Context: an optimization exercise on an open-source flow, tuned for small area and a short achievable clock period. The choices shown serve that exercise and are no tape-out recipe. Where RTL was checked, it was by simulation tests only, not by an equivalence proof against the original. The RTL of run 4 was laid out without a check of its function. Power is estimated from default activity; no workload was simulated.

--- flow/flow/run.sh ---
#!/bin/bash
# The standard layout flow, with two changes:
# - the input and output ports are buffered with buf_4 instead of the buffer
#   ORFS picks by default (a slow clkdlybuf4s50_1 delay buffer on sky130hd);
#   every port still gets a buffer;
# - the resizer may change a gate's drive strength across cell footprints
#   (MATCH_CELL_FOOTPRINT=0), so timing repair can upsize gates instead of
#   only adding buffers.
set -euo pipefail
export BUFFER_PORTS_ARGS="-buffer_cell sky130_fd_sc_hd__buf_4"
bash standard.sh MATCH_CELL_FOOTPRINT=0 finish > standard.log 2>&1
--- flow/config.mk ---
export PLATFORM = sky130hd
export DESIGN_NAME = simple_core
export DESIGN_NICKNAME = simple_core
export VERILOG_FILES = /design/flow/design.v
export SDC_FILE = /design/flow/constraint.sdc
export NUM_CORES = 4
export LEC_CHECK = 0
export CAP_MARGIN = 20
export CORE_MARGIN = 2
export CORE_UTILIZATION = 50
export SETUP_SLACK_MARGIN = 4.0
export SLEW_MARGIN = 20
export SYNTH_HIERARCHICAL = 1
export TNS_END_PERCENT = 30
--- flow/design.v ---
package rv_core_pkg;
    localparam int xlen = 32;
    localparam logic [6:0] op_lui    = 7'b0110111;
    localparam logic [6:0] op_auipc  = 7'b0010111;
    localparam logic [6:0] op_jal    = 7'b1101111;
    localparam logic [6:0] op_jalr   = 7'b1100111;
    localparam logic [6:0] op_branch = 7'b1100011;
    localparam logic [6:0] op_load   = 7'b0000011;
    localparam logic [6:0] op_store  = 7'b0100011;
    localparam logic [6:0] op_imm    = 7'b0010011;
    localparam logic [6:0] op_reg    = 7'b0110011;
    typedef enum logic [3:0] {
        alu_add,
        alu_sub,
        alu_sll,
        alu_slt,
        alu_sltu,
        alu_xor,
        alu_srl,
        alu_sra,
        alu_or,
        alu_and,
        alu_pass_b
    } alu_function_t;
    typedef enum logic [1:0] {
        wb_alu,
        wb_load,
        wb_pc_plus_4
    } wb_select_t;
    typedef enum logic [1:0] {
        branch_sequential,
        branch_conditional,
        branch_jal,
        branch_jalr
    } branch_kind_t;
    typedef struct packed {
        logic [6:0] funct7;
        logic [4:0] rs2;
        logic [4:0] rs1;
        logic [2:0] funct3;
        logic [4:0] rd;
        logic [6:0] opcode;
    } r_type_t;
    typedef struct packed {
        logic [11:0] imm_11_0;
        logic [4:0]  rs1;
        logic [2:0]  funct3;
        logic [4:0]  rd;
        logic [6:0]  opcode;
    } i_type_t;
    typedef struct packed {
        logic [6:0] imm_11_5;
        logic [4:0] rs2;
        logic [4:0] rs1;
        logic [2:0] funct3;
        logic [4:0] imm_4_0;
        logic [6:0] opcode;
    } s_type_t;
    typedef struct packed {
        logic       imm_12;
        logic [5:0] imm_10_5;
        logic [4:0] rs2;
        logic [4:0] rs1;
        logic [2:0] funct3;
        logic [3:0] imm_4_1;
        logic       imm_11;
        logic [6:0] opcode;
    } b_type_t;
    typedef struct packed {
        logic [19:0] imm_31_12;
        logic [4:0]  rd;
        logic [6:0]  opcode;
    } u_type_t;
    typedef struct packed {
        logic       imm_20;
        logic [9:0] imm_10_1;
        logic       imm_11;
        logic [7:0] imm_19_12;
        logic [4:0] rd;
        logic [6:0] opcode;
    } j_type_t;
    typedef union packed {
        r_type_t r_type;
        i_type_t i_type;
        s_type_t s_type;
        b_type_t b_type;
        u_type_t u_type;
        j_type_t j_type;
    } inst_word_t;
    function automatic logic [31:0] sklansky_add(input logic [31:0] a, input logic [31:0] b,
                                                 input logic carry_in);
        logic [31:0] g0, p0, g, p, g_next, p_next;
        g0   = a & b;
        p0   = a ^ b;
        g    = g0;
        p    = p0;
        g[0] = g0[0] | (p0[0] & carry_in);
        for (int l = 0; l < 5; l++) begin
            g_next = g;
            p_next = p;
            for (int i = 0; i < 32; i++) begin
                if ((i >> l) & 1) begin
                    g_next[i] = g[i] | (p[i] & g[((i >> l) << l) - 1]);
                    p_next[i] = p[i] & p[((i >> l) << l) - 1];
                end
            end
            g = g_next;
            p = p_next;
        end
        sklansky_add = p0 ^ {g[30:0], carry_in};
    endfunction
endpackage
`timescale 1ns/1ps
module regfile_hold_bit (
    input  logic hold,
    input  logic write_data_n,
    input  logic value,
    output logic next_value
);
    assign next_value = ~((write_data_n | hold) & ~(value & hold));
endmodule
module regfile_read3_bit (
    input  logic [2:0] select,
    input  logic [2:0] value,
    output logic       group_n
);
    assign group_n = ~(|(select & value));
endmodule
module regfile_read_merge_bit (
    input  logic [10:0] group_n,
    output logic        data_n
);
    assign data_n = ~(~(&group_n[3:0]) | ~(&group_n[7:4]) | ~(&group_n[10:8]));
endmodule
module regfile_read_bit (
    input  logic [31:1] select,
    input  logic [31:1] value,
    output logic        data_n
);
    logic [10:0] group_n;
    for (genvar k = 0; k < 10; k++) begin : g_group
        regfile_read3_bit group (
            .select  (select[3*k+3:3*k+1]),
            .value   (value[3*k+3:3*k+1]),
            .group_n (group_n[k])
        );
    end
    assign group_n[10] = ~(select[31] & value[31]);
    regfile_read_merge_bit merge (
        .group_n (group_n),
        .data_n  (data_n)
    );
endmodule
`timescale 1ns/1ps
module address_adder_pg (
    input  logic [31:0] a_n,
    input  logic [31:0] b,
    output logic [31:0] g,
    output logic [31:0] p
);
    assign g = ~a_n & b;
    assign p = ~a_n ^ b;
endmodule
module address_adder_level #(
    parameter int span = 1
) (
    input  logic [31:0]    g_in,
    input  logic [31:0]    p_in,
    output logic [31:span] g_out,
    output logic [31:span] p_out
);
    for (genvar i = span; i < 32; i++) begin : g_bit
        assign g_out[i] = g_in[i] | (p_in[i] & g_in[i-span]);
        assign p_out[i] = p_in[i] & p_in[i-span];
    end
endmodule
module address_adder (
    input  logic [31:0] a_n,
    input  logic [31:0] b,
    output logic [31:0] sum
);
    logic [5:0][31:0] g;
    logic [5:0][31:0] p;
    address_adder_pg pg (
        .a_n (a_n),
        .b   (b),
        .g   (g[0]),
        .p   (p[0])
    );
    for (genvar l = 0; l < 5; l++) begin : g_level
        address_adder_level #(.span(1 << l)) level (
            .g_in  (g[l]),
            .p_in  (p[l]),
            .g_out (g[l+1][31:(1 << l)]),
            .p_out (p[l+1][31:(1 << l)])
        );
        assign g[l+1][(1 << l)-1:0] = g[l][(1 << l)-1:0];
        assign p[l+1][(1 << l)-1:0] = p[l][(1 << l)-1:0];
    end
    assign sum = p[0] ^ {g[5][30:0], 1'b0};
endmodule
`timescale 1ns/1ps
import rv_core_pkg::*;
module simple_core (
    input  logic                         clock,
    input  logic                         arst_n,
    output logic [rv_core_pkg::xlen-1:0] pc,
    input  logic [rv_core_pkg::xlen-1:0] instruction,
    output logic [rv_core_pkg::xlen-1:0] data_address,
    output logic [rv_core_pkg::xlen-1:0] data_write_data,
    output logic                         data_write_enable,
    input  logic [rv_core_pkg::xlen-1:0] data_read_data
);
    logic [6:0]      opcode;
    logic [2:0]      funct3;
    logic [4:0]      rs1_address;
    logic [4:0]      rs2_address;
    logic [4:0]      rd_address;
    logic            is_lui, is_auipc, is_jal, is_jalr, is_branch;
    logic            is_load, is_store, is_op_imm, is_op, is_alu;
    logic            regfile_write_enable;
    logic            alu_subtract;
    logic            alu_arithmetic;
    logic [xlen-1:0] imm_i, imm_s, imm_b, imm_u, imm_j;
    logic [xlen-1:0] address_immediate;
    logic [xlen-1:0] pc_immediate;
    assign opcode      = instruction[6:0];
    assign funct3      = instruction[14:12];
    assign rs1_address = instruction[19:15];
    assign rs2_address = instruction[24:20];
    assign rd_address  = instruction[11:7];
    assign imm_i = {{20{instruction[31]}}, instruction[31:20]};
    assign imm_s = {{20{instruction[31]}}, instruction[31:25], instruction[11:7]};
    assign imm_b = {{20{instruction[31]}}, instruction[7], instruction[30:25], instruction[11:8], 1'b0};
    assign imm_u = {instruction[31:12], 12'b0};
    assign imm_j = {{12{instruction[31]}}, instruction[19:12], instruction[20], instruction[30:21], 1'b0};
    assign is_lui    = (opcode == op_lui);
    assign is_auipc  = (opcode == op_auipc);
    assign is_jal    = (opcode == op_jal);
    assign is_jalr   = (opcode == op_jalr);
    assign is_branch = (opcode == op_branch);
    assign is_load   = (opcode == op_load);
    assign is_store  = (opcode == op_store);
    assign is_op_imm = (opcode == op_imm);
    assign is_op     = (opcode == op_reg);
    assign is_alu    = is_op_imm || is_op;
    assign regfile_write_enable = is_lui || is_auipc || is_jal || is_jalr || is_load || is_alu;
    assign alu_subtract   = (is_op && funct3 == 3'b000 && instruction[30]) || is_branch
                            || (is_alu && funct3[2:1] == 2'b01);
    assign alu_arithmetic = instruction[30];
    assign address_immediate = is_store ? imm_s : imm_i;
    assign pc_immediate      = is_jal ? imm_j : (is_branch ? imm_b : imm_u);
    assign data_write_enable = is_store && arst_n;
    logic [xlen-1:0]       pc_register;
    logic [31:1][xlen-1:0] registers;
    logic [31:1][xlen-1:0] next_registers;
    logic [31:1]           valid;
    logic [31:1]           row_write;
    logic [31:1]           rs1_select;
    logic [31:1]           rs2_select;
    logic [xlen-1:0]       rd_data;
    logic [xlen-1:0]       rd_data_n;
    logic [xlen-1:0]       rs1_data;
    logic [xlen-1:0]       rs2_data;
    logic [xlen-1:0]       rs1_data_n;
    logic [xlen-1:0]       rs2_data_n;
    assign rd_data_n = ~rd_data;
    assign rs1_data  = ~rs1_data_n;
    assign rs2_data  = ~rs2_data_n;
    for (genvar i = 1; i < 32; i++) begin : g_row
        assign row_write[i]  = regfile_write_enable && (rd_address == 5'(i));
        assign rs1_select[i] = valid[i] && (rs1_address == 5'(i));
        assign rs2_select[i] = valid[i] && (rs2_address == 5'(i));
        for (genvar j = 0; j < xlen; j++) begin : g_bit
            regfile_hold_bit hold_bit (
                .hold         (!row_write[i]),
                .write_data_n (rd_data_n[j]),
                .value        (registers[i][j]),
                .next_value   (next_registers[i][j])
            );
        end
    end
    always_ff @(posedge clock) begin
        registers <= next_registers;
    end
    always_ff @(posedge clock or negedge arst_n) begin
        if (!arst_n) begin
            valid <= '0;
        end else begin
            valid <= valid | row_write;
        end
    end
    for (genvar j = 0; j < xlen; j++) begin : g_read
        logic [31:1] column;
        for (genvar i = 1; i < 32; i++) begin : g_column
            assign column[i] = registers[i][j];
        end
        regfile_read_bit read_1 (
            .select       (rs1_select),
            .value        (column),
            .data_n       (rs1_data_n[j])
        );
        regfile_read_bit read_2 (
            .select       (rs2_select),
            .value        (column),
            .data_n       (rs2_data_n[j])
        );
    end
    logic [xlen-1:0] operand_a;
    logic [xlen-1:0] operand_b;
    logic [xlen-1:0] sum;
    logic [xlen-1:0] bitwise_xor;
    logic            equal;
    logic            less_signed;
    logic            less_unsigned;
    logic [xlen-1:0] shift_in;
    logic [xlen-1:0] shift_out;
    logic [xlen-1:0] shifted;
    logic            shift_left;
    logic            fill;
    logic [xlen-1:0] alu_result;
    assign operand_a = rs1_data;
    assign operand_b = is_op_imm ? imm_i : rs2_data;
    assign sum = rv_core_pkg::sklansky_add(operand_a, operand_b ^ {xlen{alu_subtract}}, alu_subtract);
    assign bitwise_xor   = operand_a ^ operand_b;
    assign equal         = (bitwise_xor == '0);
    assign less_unsigned = (operand_a[xlen-1] == operand_b[xlen-1]) ? sum[xlen-1] : operand_b[xlen-1];
    assign less_signed   = (operand_a[xlen-1] == operand_b[xlen-1]) ? sum[xlen-1] : operand_a[xlen-1];
    assign shift_left = !funct3[2];
    assign fill       = alu_arithmetic && !shift_left && operand_a[xlen-1];
    always_comb begin
        for (int i = 0; i < xlen; i++) begin
            shift_in[i] = shift_left ? operand_a[xlen-1-i] : operand_a[i];
        end
        shift_out = $unsigned($signed({fill, shift_in}) >>> operand_b[4:0]);
        for (int i = 0; i < xlen; i++) begin
            shifted[i] = shift_left ? shift_out[xlen-1-i] : shift_out[i];
        end
    end
    always_comb begin
        case (funct3)
            3'b000:  alu_result = sum;
            3'b001:  alu_result = shifted;
            3'b010:  alu_result = {{(xlen-1){1'b0}}, less_signed};
            3'b011:  alu_result = {{(xlen-1){1'b0}}, less_unsigned};
            3'b100:  alu_result = bitwise_xor;
            3'b101:  alu_result = shifted;
            3'b110:  alu_result = operand_a | operand_b;
            default: alu_result = operand_a & operand_b;
        endcase
    end
    logic [xlen-1:0] next_pc;
    logic [xlen-1:0] pc_plus_4;
    logic [xlen-1:0] pc_target;
    logic [xlen-1:0] address;
    logic            condition;
    logic            branch_taken;
    always_ff @(posedge clock or negedge arst_n) begin
        if (!arst_n) begin
            pc_register <= '0;
        end else begin
            pc_register <= next_pc;
        end
    end
    assign pc        = pc_register;
    assign pc_plus_4 = {pc_register[xlen-1:2] + 30'd1, pc_register[1:0]};
    assign pc_target = rv_core_pkg::sklansky_add(pc_register, pc_immediate, 1'b0);
    address_adder address_adder (
        .a_n (rs1_data_n),
        .b   (address_immediate),
        .sum (address)
    );
    assign data_address    = address;
    assign data_write_data = rs2_data;
    always_comb begin
        case (funct3[2:1])
            2'b00:   condition = equal;
            2'b10:   condition = less_signed;
            2'b11:   condition = less_unsigned;
            default: condition = 1'b0;
        endcase
    end
    assign branch_taken = (funct3[2:1] != 2'b01) && (condition ^ funct3[0]);
    always_comb begin
        if (is_jalr) begin
            next_pc = {address[xlen-1:1], 1'b0};
        end else if (is_jal || (is_branch && branch_taken)) begin
            next_pc = pc_target;
        end else begin
            next_pc = pc_plus_4;
        end
    end
    assign rd_data = ({xlen{is_alu}} & alu_result)
                   | ({xlen{is_load}} & data_read_data)
                   | ({xlen{is_jal || is_jalr}} & pc_plus_4)
                   | ({xlen{is_auipc}} & pc_target)
                   | ({xlen{is_lui}} & imm_u);
endmodule
--- flow/constraint.sdc ---
create_clock -name core_clock -period 12.0 [get_ports {clock}]
set_input_delay 2.4000 -clock core_clock [delete_from_list [all_inputs] [get_ports {clock}]]
set_output_delay 2.4000 -clock core_clock [all_outputs]
set_load 0.01 [all_outputs]
--- flow/standard.sh ---
#!/bin/bash
# synth_recipe.tcl (not shown) runs the flow's synth.tcl, then flattens the netlist and writes it again
# the make line also repeats each setting of config.mk as NAME=value (left out here)
make -C /OpenROAD-flow-scripts/flow DESIGN_CONFIG=/design/flow/config.mk WORK_HOME=/design/flow/orfs CLKGATE_MAP_FILE= SYNTH_SCRIPT=/design/flow/synth_recipe.tcl "${@:-finish}"
==> run notes, run 1 <==
Slew HR=-34.7%; maxcap violations=1; worst hold-check path type=register to register; max-slew violation count=3; Starting Density=50.5%; CTS sink count=1054; clock latency (worst-skew pair)=790 ps; Slew @ Worst Pin=2000 ps; reg2reg end=registers[849]; hold path endpoint=registers[724]; Detail Placement HPWL=173 mm; endpoints failing hold=0; IO Count=163; reg2reg path depth=24; DRC=0; RR Startpoint=valid[15]; fin crit share=76.9%; Hold Slack=464 ps; met1 Use GR=61.7%; R2R Setup Slk=5480 ps; critical path arrival=6830 ps; VDD IR max=0.127 mV; gr busiest metal=met2; clock-pin slew on the worst setup and hold paths=60 ps; first-pass GRT wire length=381 mm; GRT Resource Usage Total=48.7%; cts bufs inserted=108; routed wire length=278 mm; pwr/cell area=127 nW/um^2; CTS root buf=clkbuf_16; # hold bufs at CTS=0; GPL Wtd Cong=1.06; via density per instance=7.20; vias in the first global route=52300; Hold Path Stages=2; layout cells sized above 1=17.2%; min-delay src=registers[724]; Mean Syn Cell Area=8.61 um^2; cell row count=118; setup tns final=0 ps; Violated Checks=max-capacitance violations, max-slew violations; post-route insts no fill=8146; Port Buffer Count=161; Layout area overhead=24.2%; routed vias=58600; die width=328 um; Wirelength per Cell=34.1 um; htree depth=3; Final nets=6906; core box area=104000 um^2; cell count after synthesis=6094; grt met3 use=16.8%; status=finished with violations; fin util=62.8%; CP max FO=6; skew final=88.7 ps; DIE HEIGHT=328 um; met2 Resource Use GR=67.7%; total grt overflow=0; Post-DRT Antenna Nets=0; Yosys warning count=7; Synth Cell Area=52400 um^2; Final setup violation count=0; pin count of the biggest net entering global routing=66; placed cell count=7681; Setup crit end kind=output pin; Required @ worst endpoint=9600 ps; Tmin final=9230 ps; element type at the critical path start=primary input; total die area=107000 um^2; kind of critical path=primary input to output pin; Leakage=25.2 nW; Fillers=9141; initial antenna violation count=8; fmax=108 MHz; Longest Clk Path Bufs=3; unrepaired setup endpoints after global routing=true; initial drt markers=11700; TritonCTS clock tree=built; first-pass detailed-route iteration total=13
==> cells in the final DEF, fill, tap and decap left out, drive strengths merged, types with 120 or more instances in the layout <==
master and n:
nand4 142, dfxtp 992, o21ai 1109, a21oi 177
inv 155, nand2 1214, buf 554, nand3 120
nor2 138, a222oi 645, clkbuf 177, a21o 157
ha 156
==> power breakdown <==
| part | switching (W) | total (W) | internal, W |
|---|---|---|---|
| clock network | 0.00155 | 0.00357 | 0.00203 |
| registers | 0.000136 | 0.00371 | 0.00357 |
| logic | 0.000616 | 0.000988 | 0.000372 |
| total | 0.00230 | 0.00827 | 0.00597 |
==> state kept, by name, summed over array words and instances, names as in the netlist <==
name,cells
pc_register,31
registers,992
valid,31
==> layer usage <==
metal	wire, um	up-vias	share of wire (%)
met3	43500	1139	16
met2	109000	4814	39
met5	195	-	0.070
li1	-	25200	-
met1	99700	27500	36
met4	25900	10	9.3
==> what timing repair did <==
action / in CTS / in global routing
setup buffers: 132 / 91
cloned: 31 / 9
pin swaps: 173 / 139
setup endpoints to repair: 1064 / 868
gates resized for setup: 305 / 156
==> worst max path at each step <==
stage	start	cells after the start	endpoint	slack (ps)
detailed placement	instruction[21]	27	registers[265]	1800
global placement	instruction[21]	27	registers[489]	2010
finish	instruction[16]	17	data_address[30]	2770
CTS	instruction[18]	17	data_address[30]	3140
floorplan	instruction[18]	14	data_address[31]	3880
global route	instruction[18]	17	data_address[30]	2860
==> cell type report <==
cell class	count	area, um^2	area share [%]
antenna	3	7.51	0.0115
clock buffer	163	3210	4.93
clock inverter	35	532	0.816
inverter	153	624	0.958
multi-input combinational	4788	32300	49.5
sequential	1054	21400	32.9
tap	1380	1730	2.65
timing repair buffer	568	5370	8.24
timing repair inverter	2	15.0	0.0230
==> critical path, cell delays in order <==
cell	delay [ps]
buf_12	120
and2_4	190
and3_4	210
buf_12	150
a222oi_1	720
nand4_1	890
nor3_4	410
buf_6	180
inv_4	40
ha_4	250
a21o_1	220
a21o_1	170
a21o_1	160
a21o_1	150
a21o_1	190
xor2_2	200
buf_4	160
==> metrics by stage <==
step / area (um^2) / power [W] / worst slack [ps]
CTS: 63600 / 0.00818 / 3140
floorplan: 52700 / 0.00423 / 3880
detailed placement: 56800 / 0.00463 / 1800
global route: 65200 / 0.00843 / 2860
global placement: 56800 / 0.00462 / 2010
finish: 65200 / 0.00827 / 2770
==> inputs of run 2 (changes only) <==
==> flow/run.sh (new file) <==
#!/bin/bash
# synth_recipe.tcl (not shown) runs the flow's synth.tcl, then flattens the netlist and writes it again
# the make line also repeats each setting of config.mk as NAME=value (left out here)
make -C /OpenROAD-flow-scripts/flow DESIGN_CONFIG=/design/flow/config.mk WORK_HOME=/design/flow/orfs CLKGATE_MAP_FILE= SYNTH_SCRIPT=/design/flow/synth_recipe.tcl finish
--- a/flow/config.mk
+++ b/flow/config.mk
@@ -9,5 +9,5 @@
 export CORE_MARGIN = 2
 export CORE_UTILIZATION = 50
-export SETUP_SLACK_MARGIN = 4.0
+export SETUP_SLACK_MARGIN = 3.5
 export SLEW_MARGIN = 20
 export SYNTH_HIERARCHICAL = 1
removed: flow/flow/run.sh
removed: flow/standard.sh
==> run 2 against run 1 <==
Now clean on timing, DRC and antenna. Critical path depth increased by 2. Sequential share of layout area increased by 0.78 points. Synthesized cell count unchanged. Sequential cell count unchanged. Combinational power increased by 0.9%. Largest power group unchanged. Highest routed layer unchanged.
==> run notes, run 2 <==
status=complete, no violations; unrepaired setup endpoints after global routing=true; core box area=104000 um^2; # hold bufs at CTS=0; wire length on met2=106 mm; worst hold-check path type=register to register; Layout area overhead=21.4%; Final nets=6825; vias in the first global route=51800; Fillers=9284; pre-CTS setup slack=1350 ps; Setup crit end kind=output pin; initial drt markers=13000; first-pass GRT wire length=376 mm; cts bufs inserted=107; max-slew violation count=0; CTS root buf=clkbuf_16; Mean Syn Cell Area=8.61 um^2; via density per instance=7.14; Yosys warning count=7; layout cells sized above 1=13.5%; initial antenna violation count=9; pwr/cell area=129 nW/um^2; GPL Wtd Cong=1.09; Hold Path Stages=2; clock latency (worst-skew pair)=740 ps; cell count after synthesis=6094; Leakage=24.3 nW; Final setup violation count=0; pin count of the biggest net entering global routing=66; Slew @ Worst Pin=1300 ps; most frequent cells in the layout=nand2_1 (1192), o21ai_1 (996), dfxtp_1 (992); first-pass detailed-route iteration total=22; IO Count=163; Longest Clk Path Bufs=3; leading cell type in the layout, fill and taps excluded=nand2_1; total grt overflow=0; Largest register FFs=992; DIE HEIGHT=328 um; biggest regs=registers: 992 flops, pc_register: 31 flops, valid: 31 flops; Flop pwr share=45.4%; Wirelength per Cell=33.1 um; TritonCTS clock tree=built; die width=328 um; Biggest register=registers; routed vias=57600; Required @ worst endpoint=9600 ps; Synth Cell Area=52400 um^2; fraction of power spent switching nets=27.5%; element type at the critical path start=primary input; reg2reg path depth=16; endpoints failing hold=0; clock-pin slew on the worst setup and hold paths=60 ps; clock group share of total power=42.4%; Tmin final=8950 ps; Top Metal Used=met5; GRT Resource Usage Total=47.8%; skew final=53.5 ps; fin area=63600 um^2; total die area=107000 um^2; setup ws final=3050 ps; fmax=112 MHz; Detail Placement HPWL=180 mm; CP max FO=6; VDD IR max=0.151 mV; Cell Int Power=0.00593 W; critical path arrival=6550 ps; kind of critical path=primary input to output pin; cell row count=118; met3 WL=41.3 mm; Starting Density=50.5%; fin crit share=74.6%; routed wire length=267 mm; maxcap violations=0; area post-placement=57500 um^2; DRC=0; setup tns final=0 ps; Post-DRT Antenna Nets=0; switching power=0.00225 W; Comb pwr share=12.2%; Slew HR=12.7%; DRT met1 WL=96.2 mm; Port Buffer Count=161; CTS sink count=1054; htree depth=3
[run 2: cell count changes in the layout (fill, tap and decap cells not counted), sizes merged, moves of 7 or more]
cell	before	now
buf	554	374
clkdlybuf4s50	0	120
clkbuf	177	168
and3	96	88
clkinv	23	16
[run 2: power groups by stage]
stage | clock network, W | logic (W) | registers, W
floorplan | 0 | 0.000486 | 0.00374
global placement | 0 | 0.000914 | 0.00378
detailed placement | 0 | 0.000917 | 0.00378
CTS | 0.00346 | 0.000944 | 0.00371
global route | 0.00360 | 0.00103 | 0.00372
finish | 0.00347 | 0.000997 | 0.00371
[run 2: timing repair]
| item | 4_1_cts | 5_1_grt |
|---|---|---|
| cloned | 13 | 2 |
| pin swaps | 182 | 64 |
| endpoints found under the setup margin | 995 | 550 |
| buffers inserted | 85 | 38 |
| resized for setup | 371 | 61 |
[run 2: cell type report]
cell class              count  area (um^2)  share of cell area [%]
flip-flops and latches   1054        21400                    33.6
inverters                 153          592                   0.930
clock inverters            29          338                   0.531
diodes                      2         5.00                 0.00786
repair buffers            503         4510                    7.09
clock buffers             168         3300                    5.19
multi-input cells        4775        31800                    49.9
well taps                1380         1730                    2.71
[run 2: worst max-delay path, cell delays in order]
cell and delay (ps):
buf_12 130, buf_6 120, and3b_2 230, and3_4 190, buf_12 140, buf_16 130, buf_4 170, a222oi_1 410
nand4_1 550, nor3_2 390, inv_2 110, ha_4 250, a21o_1 200, a21o_1 190, a21o_1 200, a21o_1 170
buf_4 140, xor2_2 230, buf_2 190
[run 2: through the flow]
| stage | std cells | total power [W] | hold WS (ps) | util (%) |
|---|---|---|---|---|
| CTS | 8022 | 0.00811 | 462 | 60.8 |
| detailed placement | 7727 | 0.00469 | 454 | 55.4 |
| finish | 8064 | 0.00818 | 463 | 61.3 |
| global placement | 7727 | 0.00469 | 448 | 55.4 |
| floorplan | 6094 | 0.00423 | 440 | - |
| global route | 8062 | 0.00835 | 477 | 61.3 |
[run 2: path summary, 6_finish.rpt]
kind | start | slack [ps] | to
hold reg to reg | registers[536] | 460 | registers[536]
setup / recovery | instruction[15] | 3050 | data_address[14]
hold / removal | registers[536] | 460 | registers[536]
setup reg to reg | valid[1] | 5070 | registers[707]
min in group asynchronous | arst_n | 1760 | valid[9]
max in group asynchronous | arst_n | 9340 | pc_register[27]
[run 2: layer usage]
metal,vias to the layer above,track usage (%)
met3,1059,15.4
met2,4805,67.4
met5,-,0
met4,16,32.8
li1,25000,-
met1,26700,61.7
==> inputs of run 3 (changes only) <==
--- a/flow/config.mk
+++ b/flow/config.mk
@@ -8,6 +8,7 @@
 export CAP_MARGIN = 20
 export CORE_MARGIN = 2
-export CORE_UTILIZATION = 50
-export SETUP_SLACK_MARGIN = 3.5
+export CORE_UTILIZATION = 40
+export PLACE_DENSITY = 0.45
+export SETUP_SLACK_MARGIN = 3.0
 export SLEW_MARGIN = 20
 export SYNTH_HIERARCHICAL = 1
==> run 3 against run 2 <==
Sequential cell count unchanged. Synthesized cell count unchanged. Combinational power down 3.0%. Setup slack got worse by 240 ps. Utilization decreased by 12 points. Clock skew rose by 32 ps. Clock power rose by 6.1%. Critical path depth down 5. Sequential power is essentially flat. Non-clock buffer count shrank 65. Fmax down 2.6%. Area after synthesis unchanged. Critical path type unchanged.
==> run notes, run 3 <==
status=complete, no violations; CP max FO=32; Required @ worst endpoint=9600 ps; reg2reg path depth=14; core box area=130000 um^2; IO Count=163; vias in the first global route=51800; Final nets=6776; R2R Setup Slk=4740 ps; maxcap violations=0; htree depth=3; worst hold-check path type=register to register; CTS root buf=clkbuf_16; # hold bufs at CTS=0; skew final=85.8 ps; Layout area overhead=21.1%; pwr/cell area=132 nW/um^2; Worst Setup EP=data_address[5]; biggest regs=registers: 992 flops, pc_register: 31 flops, valid: 31 flops; element type at the critical path start=primary input; Port Buffer Count=161; first-pass GRT wire length=396 mm; most frequent cells in the layout=nand2_1 (1192), o21ai_1 (994), dfxtp_1 (992); pin count of the biggest net entering global routing=66; Largest register FFs=992; total grt overflow=0; crit path from=instruction[17]; clock latency (worst-skew pair)=800 ps; clock-pin slew on the worst setup and hold paths=60 ps; setup tns final=0 ps; DRC=0; Leakage=24.3 nW; GPL Wtd Cong=1.02; kind of critical path=primary input to output pin; die width=366 um; leading cell type in the layout, fill and taps excluded=nand2_1; reg2reg end=registers[323]; Yosys warning count=7; first-pass detailed-route iteration total=15; Setup crit end kind=output pin; Post-DRT Antenna Nets=0; Slew HR=18.7%; Mean Syn Cell Area=8.61 um^2; Slew @ Worst Pin=1220 ps; endpoints failing hold=0; total die area=134000 um^2; DIE HEIGHT=366 um; via density per instance=6.72; Final setup violation count=0; Synth Cell Area=52400 um^2; cell count after synthesis=6094; layout cells sized above 1=12.0%; area post-placement=57900 um^2; TritonCTS clock tree=built; routed wire length=289 mm; cts bufs inserted=114; critical path arrival=6790 ps; max-slew violation count=0; routed vias=56400; initial antenna violation count=21; post-route insts no fill=8391; GRT Resource Usage Total=40.6%; initial drt markers=11000; unrepaired setup endpoints after global routing=true; cell row count=132; Starting Density=40.4%; Wirelength per Cell=34.5 um; Detail Placement HPWL=192 mm; Tmin final=9190 ps; placed cell count=8079; CTS sink count=1054; fmax=109 MHz; VDD IR max=0.124 mV; Biggest register=registers; Longest Clk Path Bufs=3; Fillers=12800; fin crit share=76.6%; RR Startpoint=valid[4]; fin area=63500 um^2
[run 3: area by class of cell]
cell class              instances  area (um^2)  area share, %
clock buffers                 176         3520           5.54
flip-flops and latches       1054        21400           33.7
clock inverters                38          423          0.666
multi-input cells            4784        31500           49.6
diodes                          6         15.0         0.0236
inverters                     153          574          0.904
well taps                    1742         2180           3.43
repair buffers                438         3870           6.09
[run 3: worst min-delay path by stage]
stage / endpoint / slack [ps] / startpoint / cells after the start
final: registers[445] / 460 / registers[445] / 2
after detailed placement: registers[254] / 450 / registers[254] / 2
after global routing: registers[34] / 480 / registers[34] / 2
after global placement: registers[820] / 450 / registers[820] / 2
after floorplan: valid[10] / 440 / valid[10] / 1
after CTS: registers[327] / 460 / registers[327] / 2
[run 3: repair_timing]
item / in CTS / in global routing
cloned: 11 / 8
pin swaps: 95 / 51
resized for setup: 196 / 59
buffers inserted: 52 / 21
setup endpoints to repair: 537 / 562
[run 3: metal layers]
layer	vias to the layer above	part of all wire, %	track usage [%]
met5	-	0.028	0
met4	14	7.4	25.2
met3	786	12	11.0
met2	3756	40	58.4
met1	26800	40	53.8
li1	25000	-	-
[run 3: critical path, cell delays in order]
cell and delay (ps):
buf_4 180, nor2_4 490, and3_4 740, a222oi_1 210, nand4_1 500, nor3_2 70
buf_4 160, inv_1 50, ha_1 260, and2_1 190, a21o_1 180, a21o_1 230
xor2_2 390, clkdlybuf4s50_1 620
[run 3: per-stage QoR]
step / hold slack [ps] / utilization [%] / power, W / setup slack [ps]
4_1_cts: 462 / 48.6 / 0.00835 / 2870
6_report: 463 / 48.9 / 0.00836 / 2810
3_5_place_dp: 454 / 44.6 / 0.00468 / 1200
5_1_grt: 477 / 48.9 / 0.00858 / 2820
3_3_place_gp: 447 / 44.6 / 0.00468 / 1250
2_1_floorplan: 440 / - / 0.00423 / 2570
[run 3: power by group]
part / internal [W] / switching [W]
clock network: 0.00209 / 0.00159
registers: 0.00357 / 0.000140
logic: 0.000368 / 0.000599
==> inputs of run 4 (changes only) <==
--- a/flow/design.v
+++ b/flow/design.v
@@ -88,26 +88,4 @@
         j_type_t j_type;
     } inst_word_t;
-    function automatic logic [31:0] sklansky_add(input logic [31:0] a, input logic [31:0] b,
-                                                 input logic carry_in);
-        logic [31:0] g0, p0, g, p, g_next, p_next;
-        g0   = a & b;
-        p0   = a ^ b;
-        g    = g0;
-        p    = p0;
-        g[0] = g0[0] | (p0[0] & carry_in);
-        for (int l = 0; l < 5; l++) begin
-            g_next = g;
-            p_next = p;
-            for (int i = 0; i < 32; i++) begin
-                if ((i >> l) & 1) begin
-                    g_next[i] = g[i] | (p[i] & g[((i >> l) << l) - 1]);
-                    p_next[i] = p[i] & p[((i >> l) << l) - 1];
-                end
-            end
-            g = g_next;
-            p = p_next;
-        end
-        sklansky_add = p0 ^ {g[30:0], carry_in};
-    endfunction
 endpackage
 `timescale 1ns/1ps
@@ -129,12 +107,14 @@
 module regfile_read_merge_bit (
     input  logic [10:0] group_n,
-    output logic        data_n
+    output logic        data
 );
-    assign data_n = ~(~(&group_n[3:0]) | ~(&group_n[7:4]) | ~(&group_n[10:8]));
+    assign data = ~(&group_n[3:0]) | ~(&group_n[7:4]) | ~(&group_n[10:8]);
 endmodule
 module regfile_read_bit (
     input  logic [31:1] select,
     input  logic [31:1] value,
-    output logic        data_n
+    input  logic        extra_select,
+    input  logic        extra_value,
+    output logic        data
 );
     logic [10:0] group_n;
@@ -146,59 +126,11 @@
         );
     end
-    assign group_n[10] = ~(select[31] & value[31]);
+    assign group_n[10] = ~((select[31] & value[31]) | (extra_select & extra_value));
     regfile_read_merge_bit merge (
         .group_n (group_n),
-        .data_n  (data_n)
+        .data    (data)
     );
 endmodule
 `timescale 1ns/1ps
-module address_adder_pg (
-    input  logic [31:0] a_n,
-    input  logic [31:0] b,
-    output logic [31:0] g,
-    output logic [31:0] p
-);
-    assign g = ~a_n & b;
-    assign p = ~a_n ^ b;
-endmodule
-module address_adder_level #(
-    parameter int span = 1
-) (
-    input  logic [31:0]    g_in,
-    input  logic [31:0]    p_in,
-    output logic [31:span] g_out,
-    output logic [31:span] p_out
-);
-    for (genvar i = span; i < 32; i++) begin : g_bit
-        assign g_out[i] = g_in[i] | (p_in[i] & g_in[i-span]);
-        assign p_out[i] = p_in[i] & p_in[i-span];
-    end
-endmodule
-module address_adder (
-    input  logic [31:0] a_n,
-    input  logic [31:0] b,
-    output logic [31:0] sum
-);
-    logic [5:0][31:0] g;
-    logic [5:0][31:0] p;
-    address_adder_pg pg (
-        .a_n (a_n),
-        .b   (b),
-        .g   (g[0]),
-        .p   (p[0])
-    );
-    for (genvar l = 0; l < 5; l++) begin : g_level
-        address_adder_level #(.span(1 << l)) level (
-            .g_in  (g[l]),
-            .p_in  (p[l]),
-            .g_out (g[l+1][31:(1 << l)]),
-            .p_out (p[l+1][31:(1 << l)])
-        );
-        assign g[l+1][(1 << l)-1:0] = g[l][(1 << l)-1:0];
-        assign p[l+1][(1 << l)-1:0] = p[l][(1 << l)-1:0];
-    end
-    assign sum = p[0] ^ {g[5][30:0], 1'b0};
-endmodule
-`timescale 1ns/1ps
 import rv_core_pkg::*;
 module simple_core (
@@ -222,4 +154,9 @@
     logic            alu_subtract;
     logic            alu_arithmetic;
+    logic [2:0]      alu_funct3;
+    logic            rs1_is_pc;
+    logic            rs1_is_zero;
+    logic            rs2_is_immediate;
+    logic [xlen-1:0] rs2_immediate;
     logic [xlen-1:0] imm_i, imm_s, imm_b, imm_u, imm_j;
     logic [xlen-1:0] address_immediate;
@@ -248,7 +185,12 @@
     assign alu_subtract   = (is_op && funct3 == 3'b000 && instruction[30]) || is_branch
                             || (is_alu && funct3[2:1] == 2'b01);
+    assign alu_funct3     = is_alu ? funct3 : 3'b000;
     assign alu_arithmetic = instruction[30];
+    assign rs1_is_pc        = is_auipc;
+    assign rs1_is_zero      = is_lui;
+    assign rs2_is_immediate = is_op_imm || is_lui || is_auipc;
+    assign rs2_immediate    = is_op_imm ? imm_i : imm_u;
     assign address_immediate = is_store ? imm_s : imm_i;
-    assign pc_immediate      = is_jal ? imm_j : (is_branch ? imm_b : imm_u);
+    assign pc_immediate      = is_jal ? imm_j : imm_b;
     assign data_write_enable = is_store && arst_n;
     logic [xlen-1:0]       pc_register;
@@ -263,13 +205,9 @@
     logic [xlen-1:0]       rs1_data;
     logic [xlen-1:0]       rs2_data;
-    logic [xlen-1:0]       rs1_data_n;
-    logic [xlen-1:0]       rs2_data_n;
     assign rd_data_n = ~rd_data;
-    assign rs1_data  = ~rs1_data_n;
-    assign rs2_data  = ~rs2_data_n;
     for (genvar i = 1; i < 32; i++) begin : g_row
         assign row_write[i]  = regfile_write_enable && (rd_address == 5'(i));
-        assign rs1_select[i] = valid[i] && (rs1_address == 5'(i));
-        assign rs2_select[i] = valid[i] && (rs2_address == 5'(i));
+        assign rs1_select[i] = valid[i] && (rs1_address == 5'(i)) && !rs1_is_pc && !rs1_is_zero;
+        assign rs2_select[i] = valid[i] && (rs2_address == 5'(i)) && !rs2_is_immediate;
         for (genvar j = 0; j < xlen; j++) begin : g_bit
             regfile_hold_bit hold_bit (
@@ -299,14 +237,19 @@
             .select       (rs1_select),
             .value        (column),
-            .data_n       (rs1_data_n[j])
+            .extra_select (rs1_is_pc),
+            .extra_value  (pc_register[j]),
+            .data         (rs1_data[j])
         );
         regfile_read_bit read_2 (
             .select       (rs2_select),
             .value        (column),
-            .data_n       (rs2_data_n[j])
+            .extra_select (rs2_is_immediate),
+            .extra_value  (rs2_immediate[j]),
+            .data         (rs2_data[j])
         );
     end
     logic [xlen-1:0] operand_a;
     logic [xlen-1:0] operand_b;
+    logic [xlen:0]   sum_ext;
     logic [xlen-1:0] sum;
     logic [xlen-1:0] bitwise_xor;
@@ -321,6 +264,7 @@
     logic [xlen-1:0] alu_result;
     assign operand_a = rs1_data;
-    assign operand_b = is_op_imm ? imm_i : rs2_data;
-    assign sum = rv_core_pkg::sklansky_add(operand_a, operand_b ^ {xlen{alu_subtract}}, alu_subtract);
+    assign operand_b = rs2_data;
+    assign sum_ext = {operand_a, 1'b1} + {operand_b ^ {xlen{alu_subtract}}, alu_subtract};
+    assign sum     = sum_ext[xlen:1];
     assign bitwise_xor   = operand_a ^ operand_b;
     assign equal         = (bitwise_xor == '0);
@@ -339,5 +283,5 @@
     end
     always_comb begin
-        case (funct3)
+        case (alu_funct3)
             3'b000:  alu_result = sum;
             3'b001:  alu_result = shifted;
@@ -365,10 +309,6 @@
     assign pc        = pc_register;
     assign pc_plus_4 = {pc_register[xlen-1:2] + 30'd1, pc_register[1:0]};
-    assign pc_target = rv_core_pkg::sklansky_add(pc_register, pc_immediate, 1'b0);
-    address_adder address_adder (
-        .a_n (rs1_data_n),
-        .b   (address_immediate),
-        .sum (address)
-    );
+    assign pc_target = pc_register + pc_immediate;
+    assign address   = rs1_data + address_immediate;
     assign data_address    = address;
     assign data_write_data = rs2_data;
@@ -391,8 +331,6 @@
         end
     end
-    assign rd_data = ({xlen{is_alu}} & alu_result)
+    assign rd_data = ({xlen{is_alu || is_lui || is_auipc}} & alu_result)
                    | ({xlen{is_load}} & data_read_data)
-                   | ({xlen{is_jal || is_jalr}} & pc_plus_4)
-                   | ({xlen{is_auipc}} & pc_target)
-                   | ({xlen{is_lui}} & imm_u);
+                   | ({xlen{is_jal || is_jalr}} & pc_plus_4);
 endmodule
--- a/flow/config.mk
+++ b/flow/config.mk
@@ -8,8 +8,9 @@
 export CAP_MARGIN = 20
 export CORE_MARGIN = 2
-export CORE_UTILIZATION = 40
-export PLACE_DENSITY = 0.45
-export SETUP_SLACK_MARGIN = 3.0
+export CORE_UTILIZATION = 65
+export CTS_BUF_LIST = sky130_fd_sc_hd__clkbuf_8
+export CTS_CLUSTER_DIAMETER = 200
+export CTS_CLUSTER_SIZE = 30
+export SETUP_SLACK_MARGIN = 4.0
 export SLEW_MARGIN = 20
 export SYNTH_HIERARCHICAL = 1
-export TNS_END_PERCENT = 30
==> run 4 against run 3 <==
The flow now stops in 5_1_grt. Synthesized cell count fell by 3.4%. Area after synthesis is 1.3% lower.
==> run notes, run 4 <==
total grt overflow=103; GRT Resource Usage Total=80.4%; Synth Cell Area=51800 um^2; CTS root buf=clkbuf_8; pin count of the biggest net entering global routing=66; Yosys warning count=7; Longest Clk Path Bufs=3; Post-synth EDFFs=0; Detail Placement HPWL=161 mm; Yosys top cell area share=38.4%; cts bufs inserted=41; number of synthesized register bits=1054; synth cell count leaders=nand2_1 (1167), o21ai_1 (995), dfxtp_1 (992), a222oi_1 (646), a21oi_1 (169); Top FF cell, synth=dfxtp_1; CTS sink count=1054; distinct cell type count after synthesis=85; sequential fraction of the synthesis area=41.4%; post-synth top area cell=dfxtp_1; cell count after synthesis=5886; Starting Density=65.6%; last step reached=5_1_grt; htree depth=2; top-count cell post-synth=nand2_1; DIE HEIGHT=286 um; top post-synthesis cells by area=dfxtp_1 (38%), a222oi_1 (12%), o21ai_1 (9.6%); Mean Syn Cell Area=8.80 um^2; die width=286 um; Log Error=[ERROR GRT-0232] Routing congestion too high. Check the congestion heatmap in the GUI.; IO Count=163; GPL Wtd Cong=1.11; Port Buffer Count=161; status=stopped before the end; Post-synth ARST share=5.88%; cell row count=103; placed cell count=7164
==> run 4: cells by family after synthesis <==
| kind of cell | share of synthesized area [%] |
|---|---|
| compound gates | 31.2 |
| xor+xnor | 2.33 |
| fa+ha+maj | 3.90 |
| buf+inv | 1.56 |
| flops | 41.4 |
| mux | 3.06 |
| other cells | 0.00724 |
| simple gates | 16.6 |
==> run 4: layer usage <==
| layer | GRT overflow | global-route usage (%) |
|---|---|---|
| met4 | 35 | 77.0 |
| met5 | 1 | 48.3 |
| met1 | 4 | 81.4 |
| met3 | 6 | 68.4 |
| met2 | 57 | 93.1 |
==> run 4: repair_timing <==
item	CTS
endpoints found under the setup margin	1087
hold buffers	0
gates cloned	99
pin swaps	566
resized for setup	1124
buffers inserted	391
==> run 4: how the worst max path moves through the flow <==
stage,from,endpoint,cells past startpoint
after CTS,instruction[6],data_address[31],22
after floorplan,instruction[6],registers[119],26
after global placement,instruction[4],data_address[30],22
after detailed placement,instruction[4],data_address[31],22
==> run 4: power groups by stage <==
stage	combinational, W	sequential, W	clock (W)
detailed placement	0.000951	0.00381	0
global placement	0.000940	0.00381	0
floorplan	0.000552	0.00374	0
CTS	0.00105	0.00375	0.00137
==> run 4: modules after synthesis, one instance, submodules excluded <==
module                  flip-flops and latches  area [um^2]  cells inside
regfile_read3_bit                            0         10.0             1
regfile_read_merge_bit                       0         23.8             4
regfile_hold_bit                             0         8.76             2
regfile_read_bit                             0         12.5             1
simple_core                               1054        34400          2942
==> run 4: through the flow <==
| stage | hold slack [ps] | util [%] | setup WS [ps] | instance area (um^2) | power, W |
|---|---|---|---|---|---|
| after floorplan | 440 | - | 2140 | 52200 | 0.00429 |
| after CTS | 473 | 83.1 | 2330 | 65500 | 0.00617 |
| after global placement | 448 | 71.4 | 479 | 56300 | 0.00475 |
| after detailed placement | 455 | 71.4 | 427 | 56300 | 0.00476 |

==> static timing again, ports no longer ideal <==
The results above use ideal ports. As a check the final layouts listed here were re-extracted and re-timed, cells and wires unchanged. Step 1 (the two cells are an assumption about what drives the block):
set clk [get_ports {clock}]
set_driving_cell -lib_cell sky130_fd_sc_hd__clkbuf_16 $clk
set_driving_cell -lib_cell sky130_fd_sc_hd__buf_2 [delete_from_list [all_inputs] $clk]
Step 2 also shifts input and output timing later by t, the mid clock arrival at the registers, as if the neighbouring blocks saw the same clock. a / b / c = ideal / step 1 / step 2; a / b = the first two.
| run | shift t [ns] | setup WS [ns] | worst setup path at the end | clock arrival spread, ns | pins driven straight from the clock port |
|---|---|---|---|---|---|
| run 1 | 0.821 | 2.771 / 2.580 / 2.580 | input to output | 0.089 / 0.089 | 1 |
| run 2 | 0.787 | 3.049 / 2.988 / 2.625 | input to register | 0.054 / 0.053 | 1 |
| run 3 | 0.833 | 2.811 / 2.770 / 2.163 | input to register | 0.086 / 0.086 | 1 |
For run 3, which loses most, drivers alone change the setup slack by -0.041 ns; drivers and shift together by -0.648 ns.
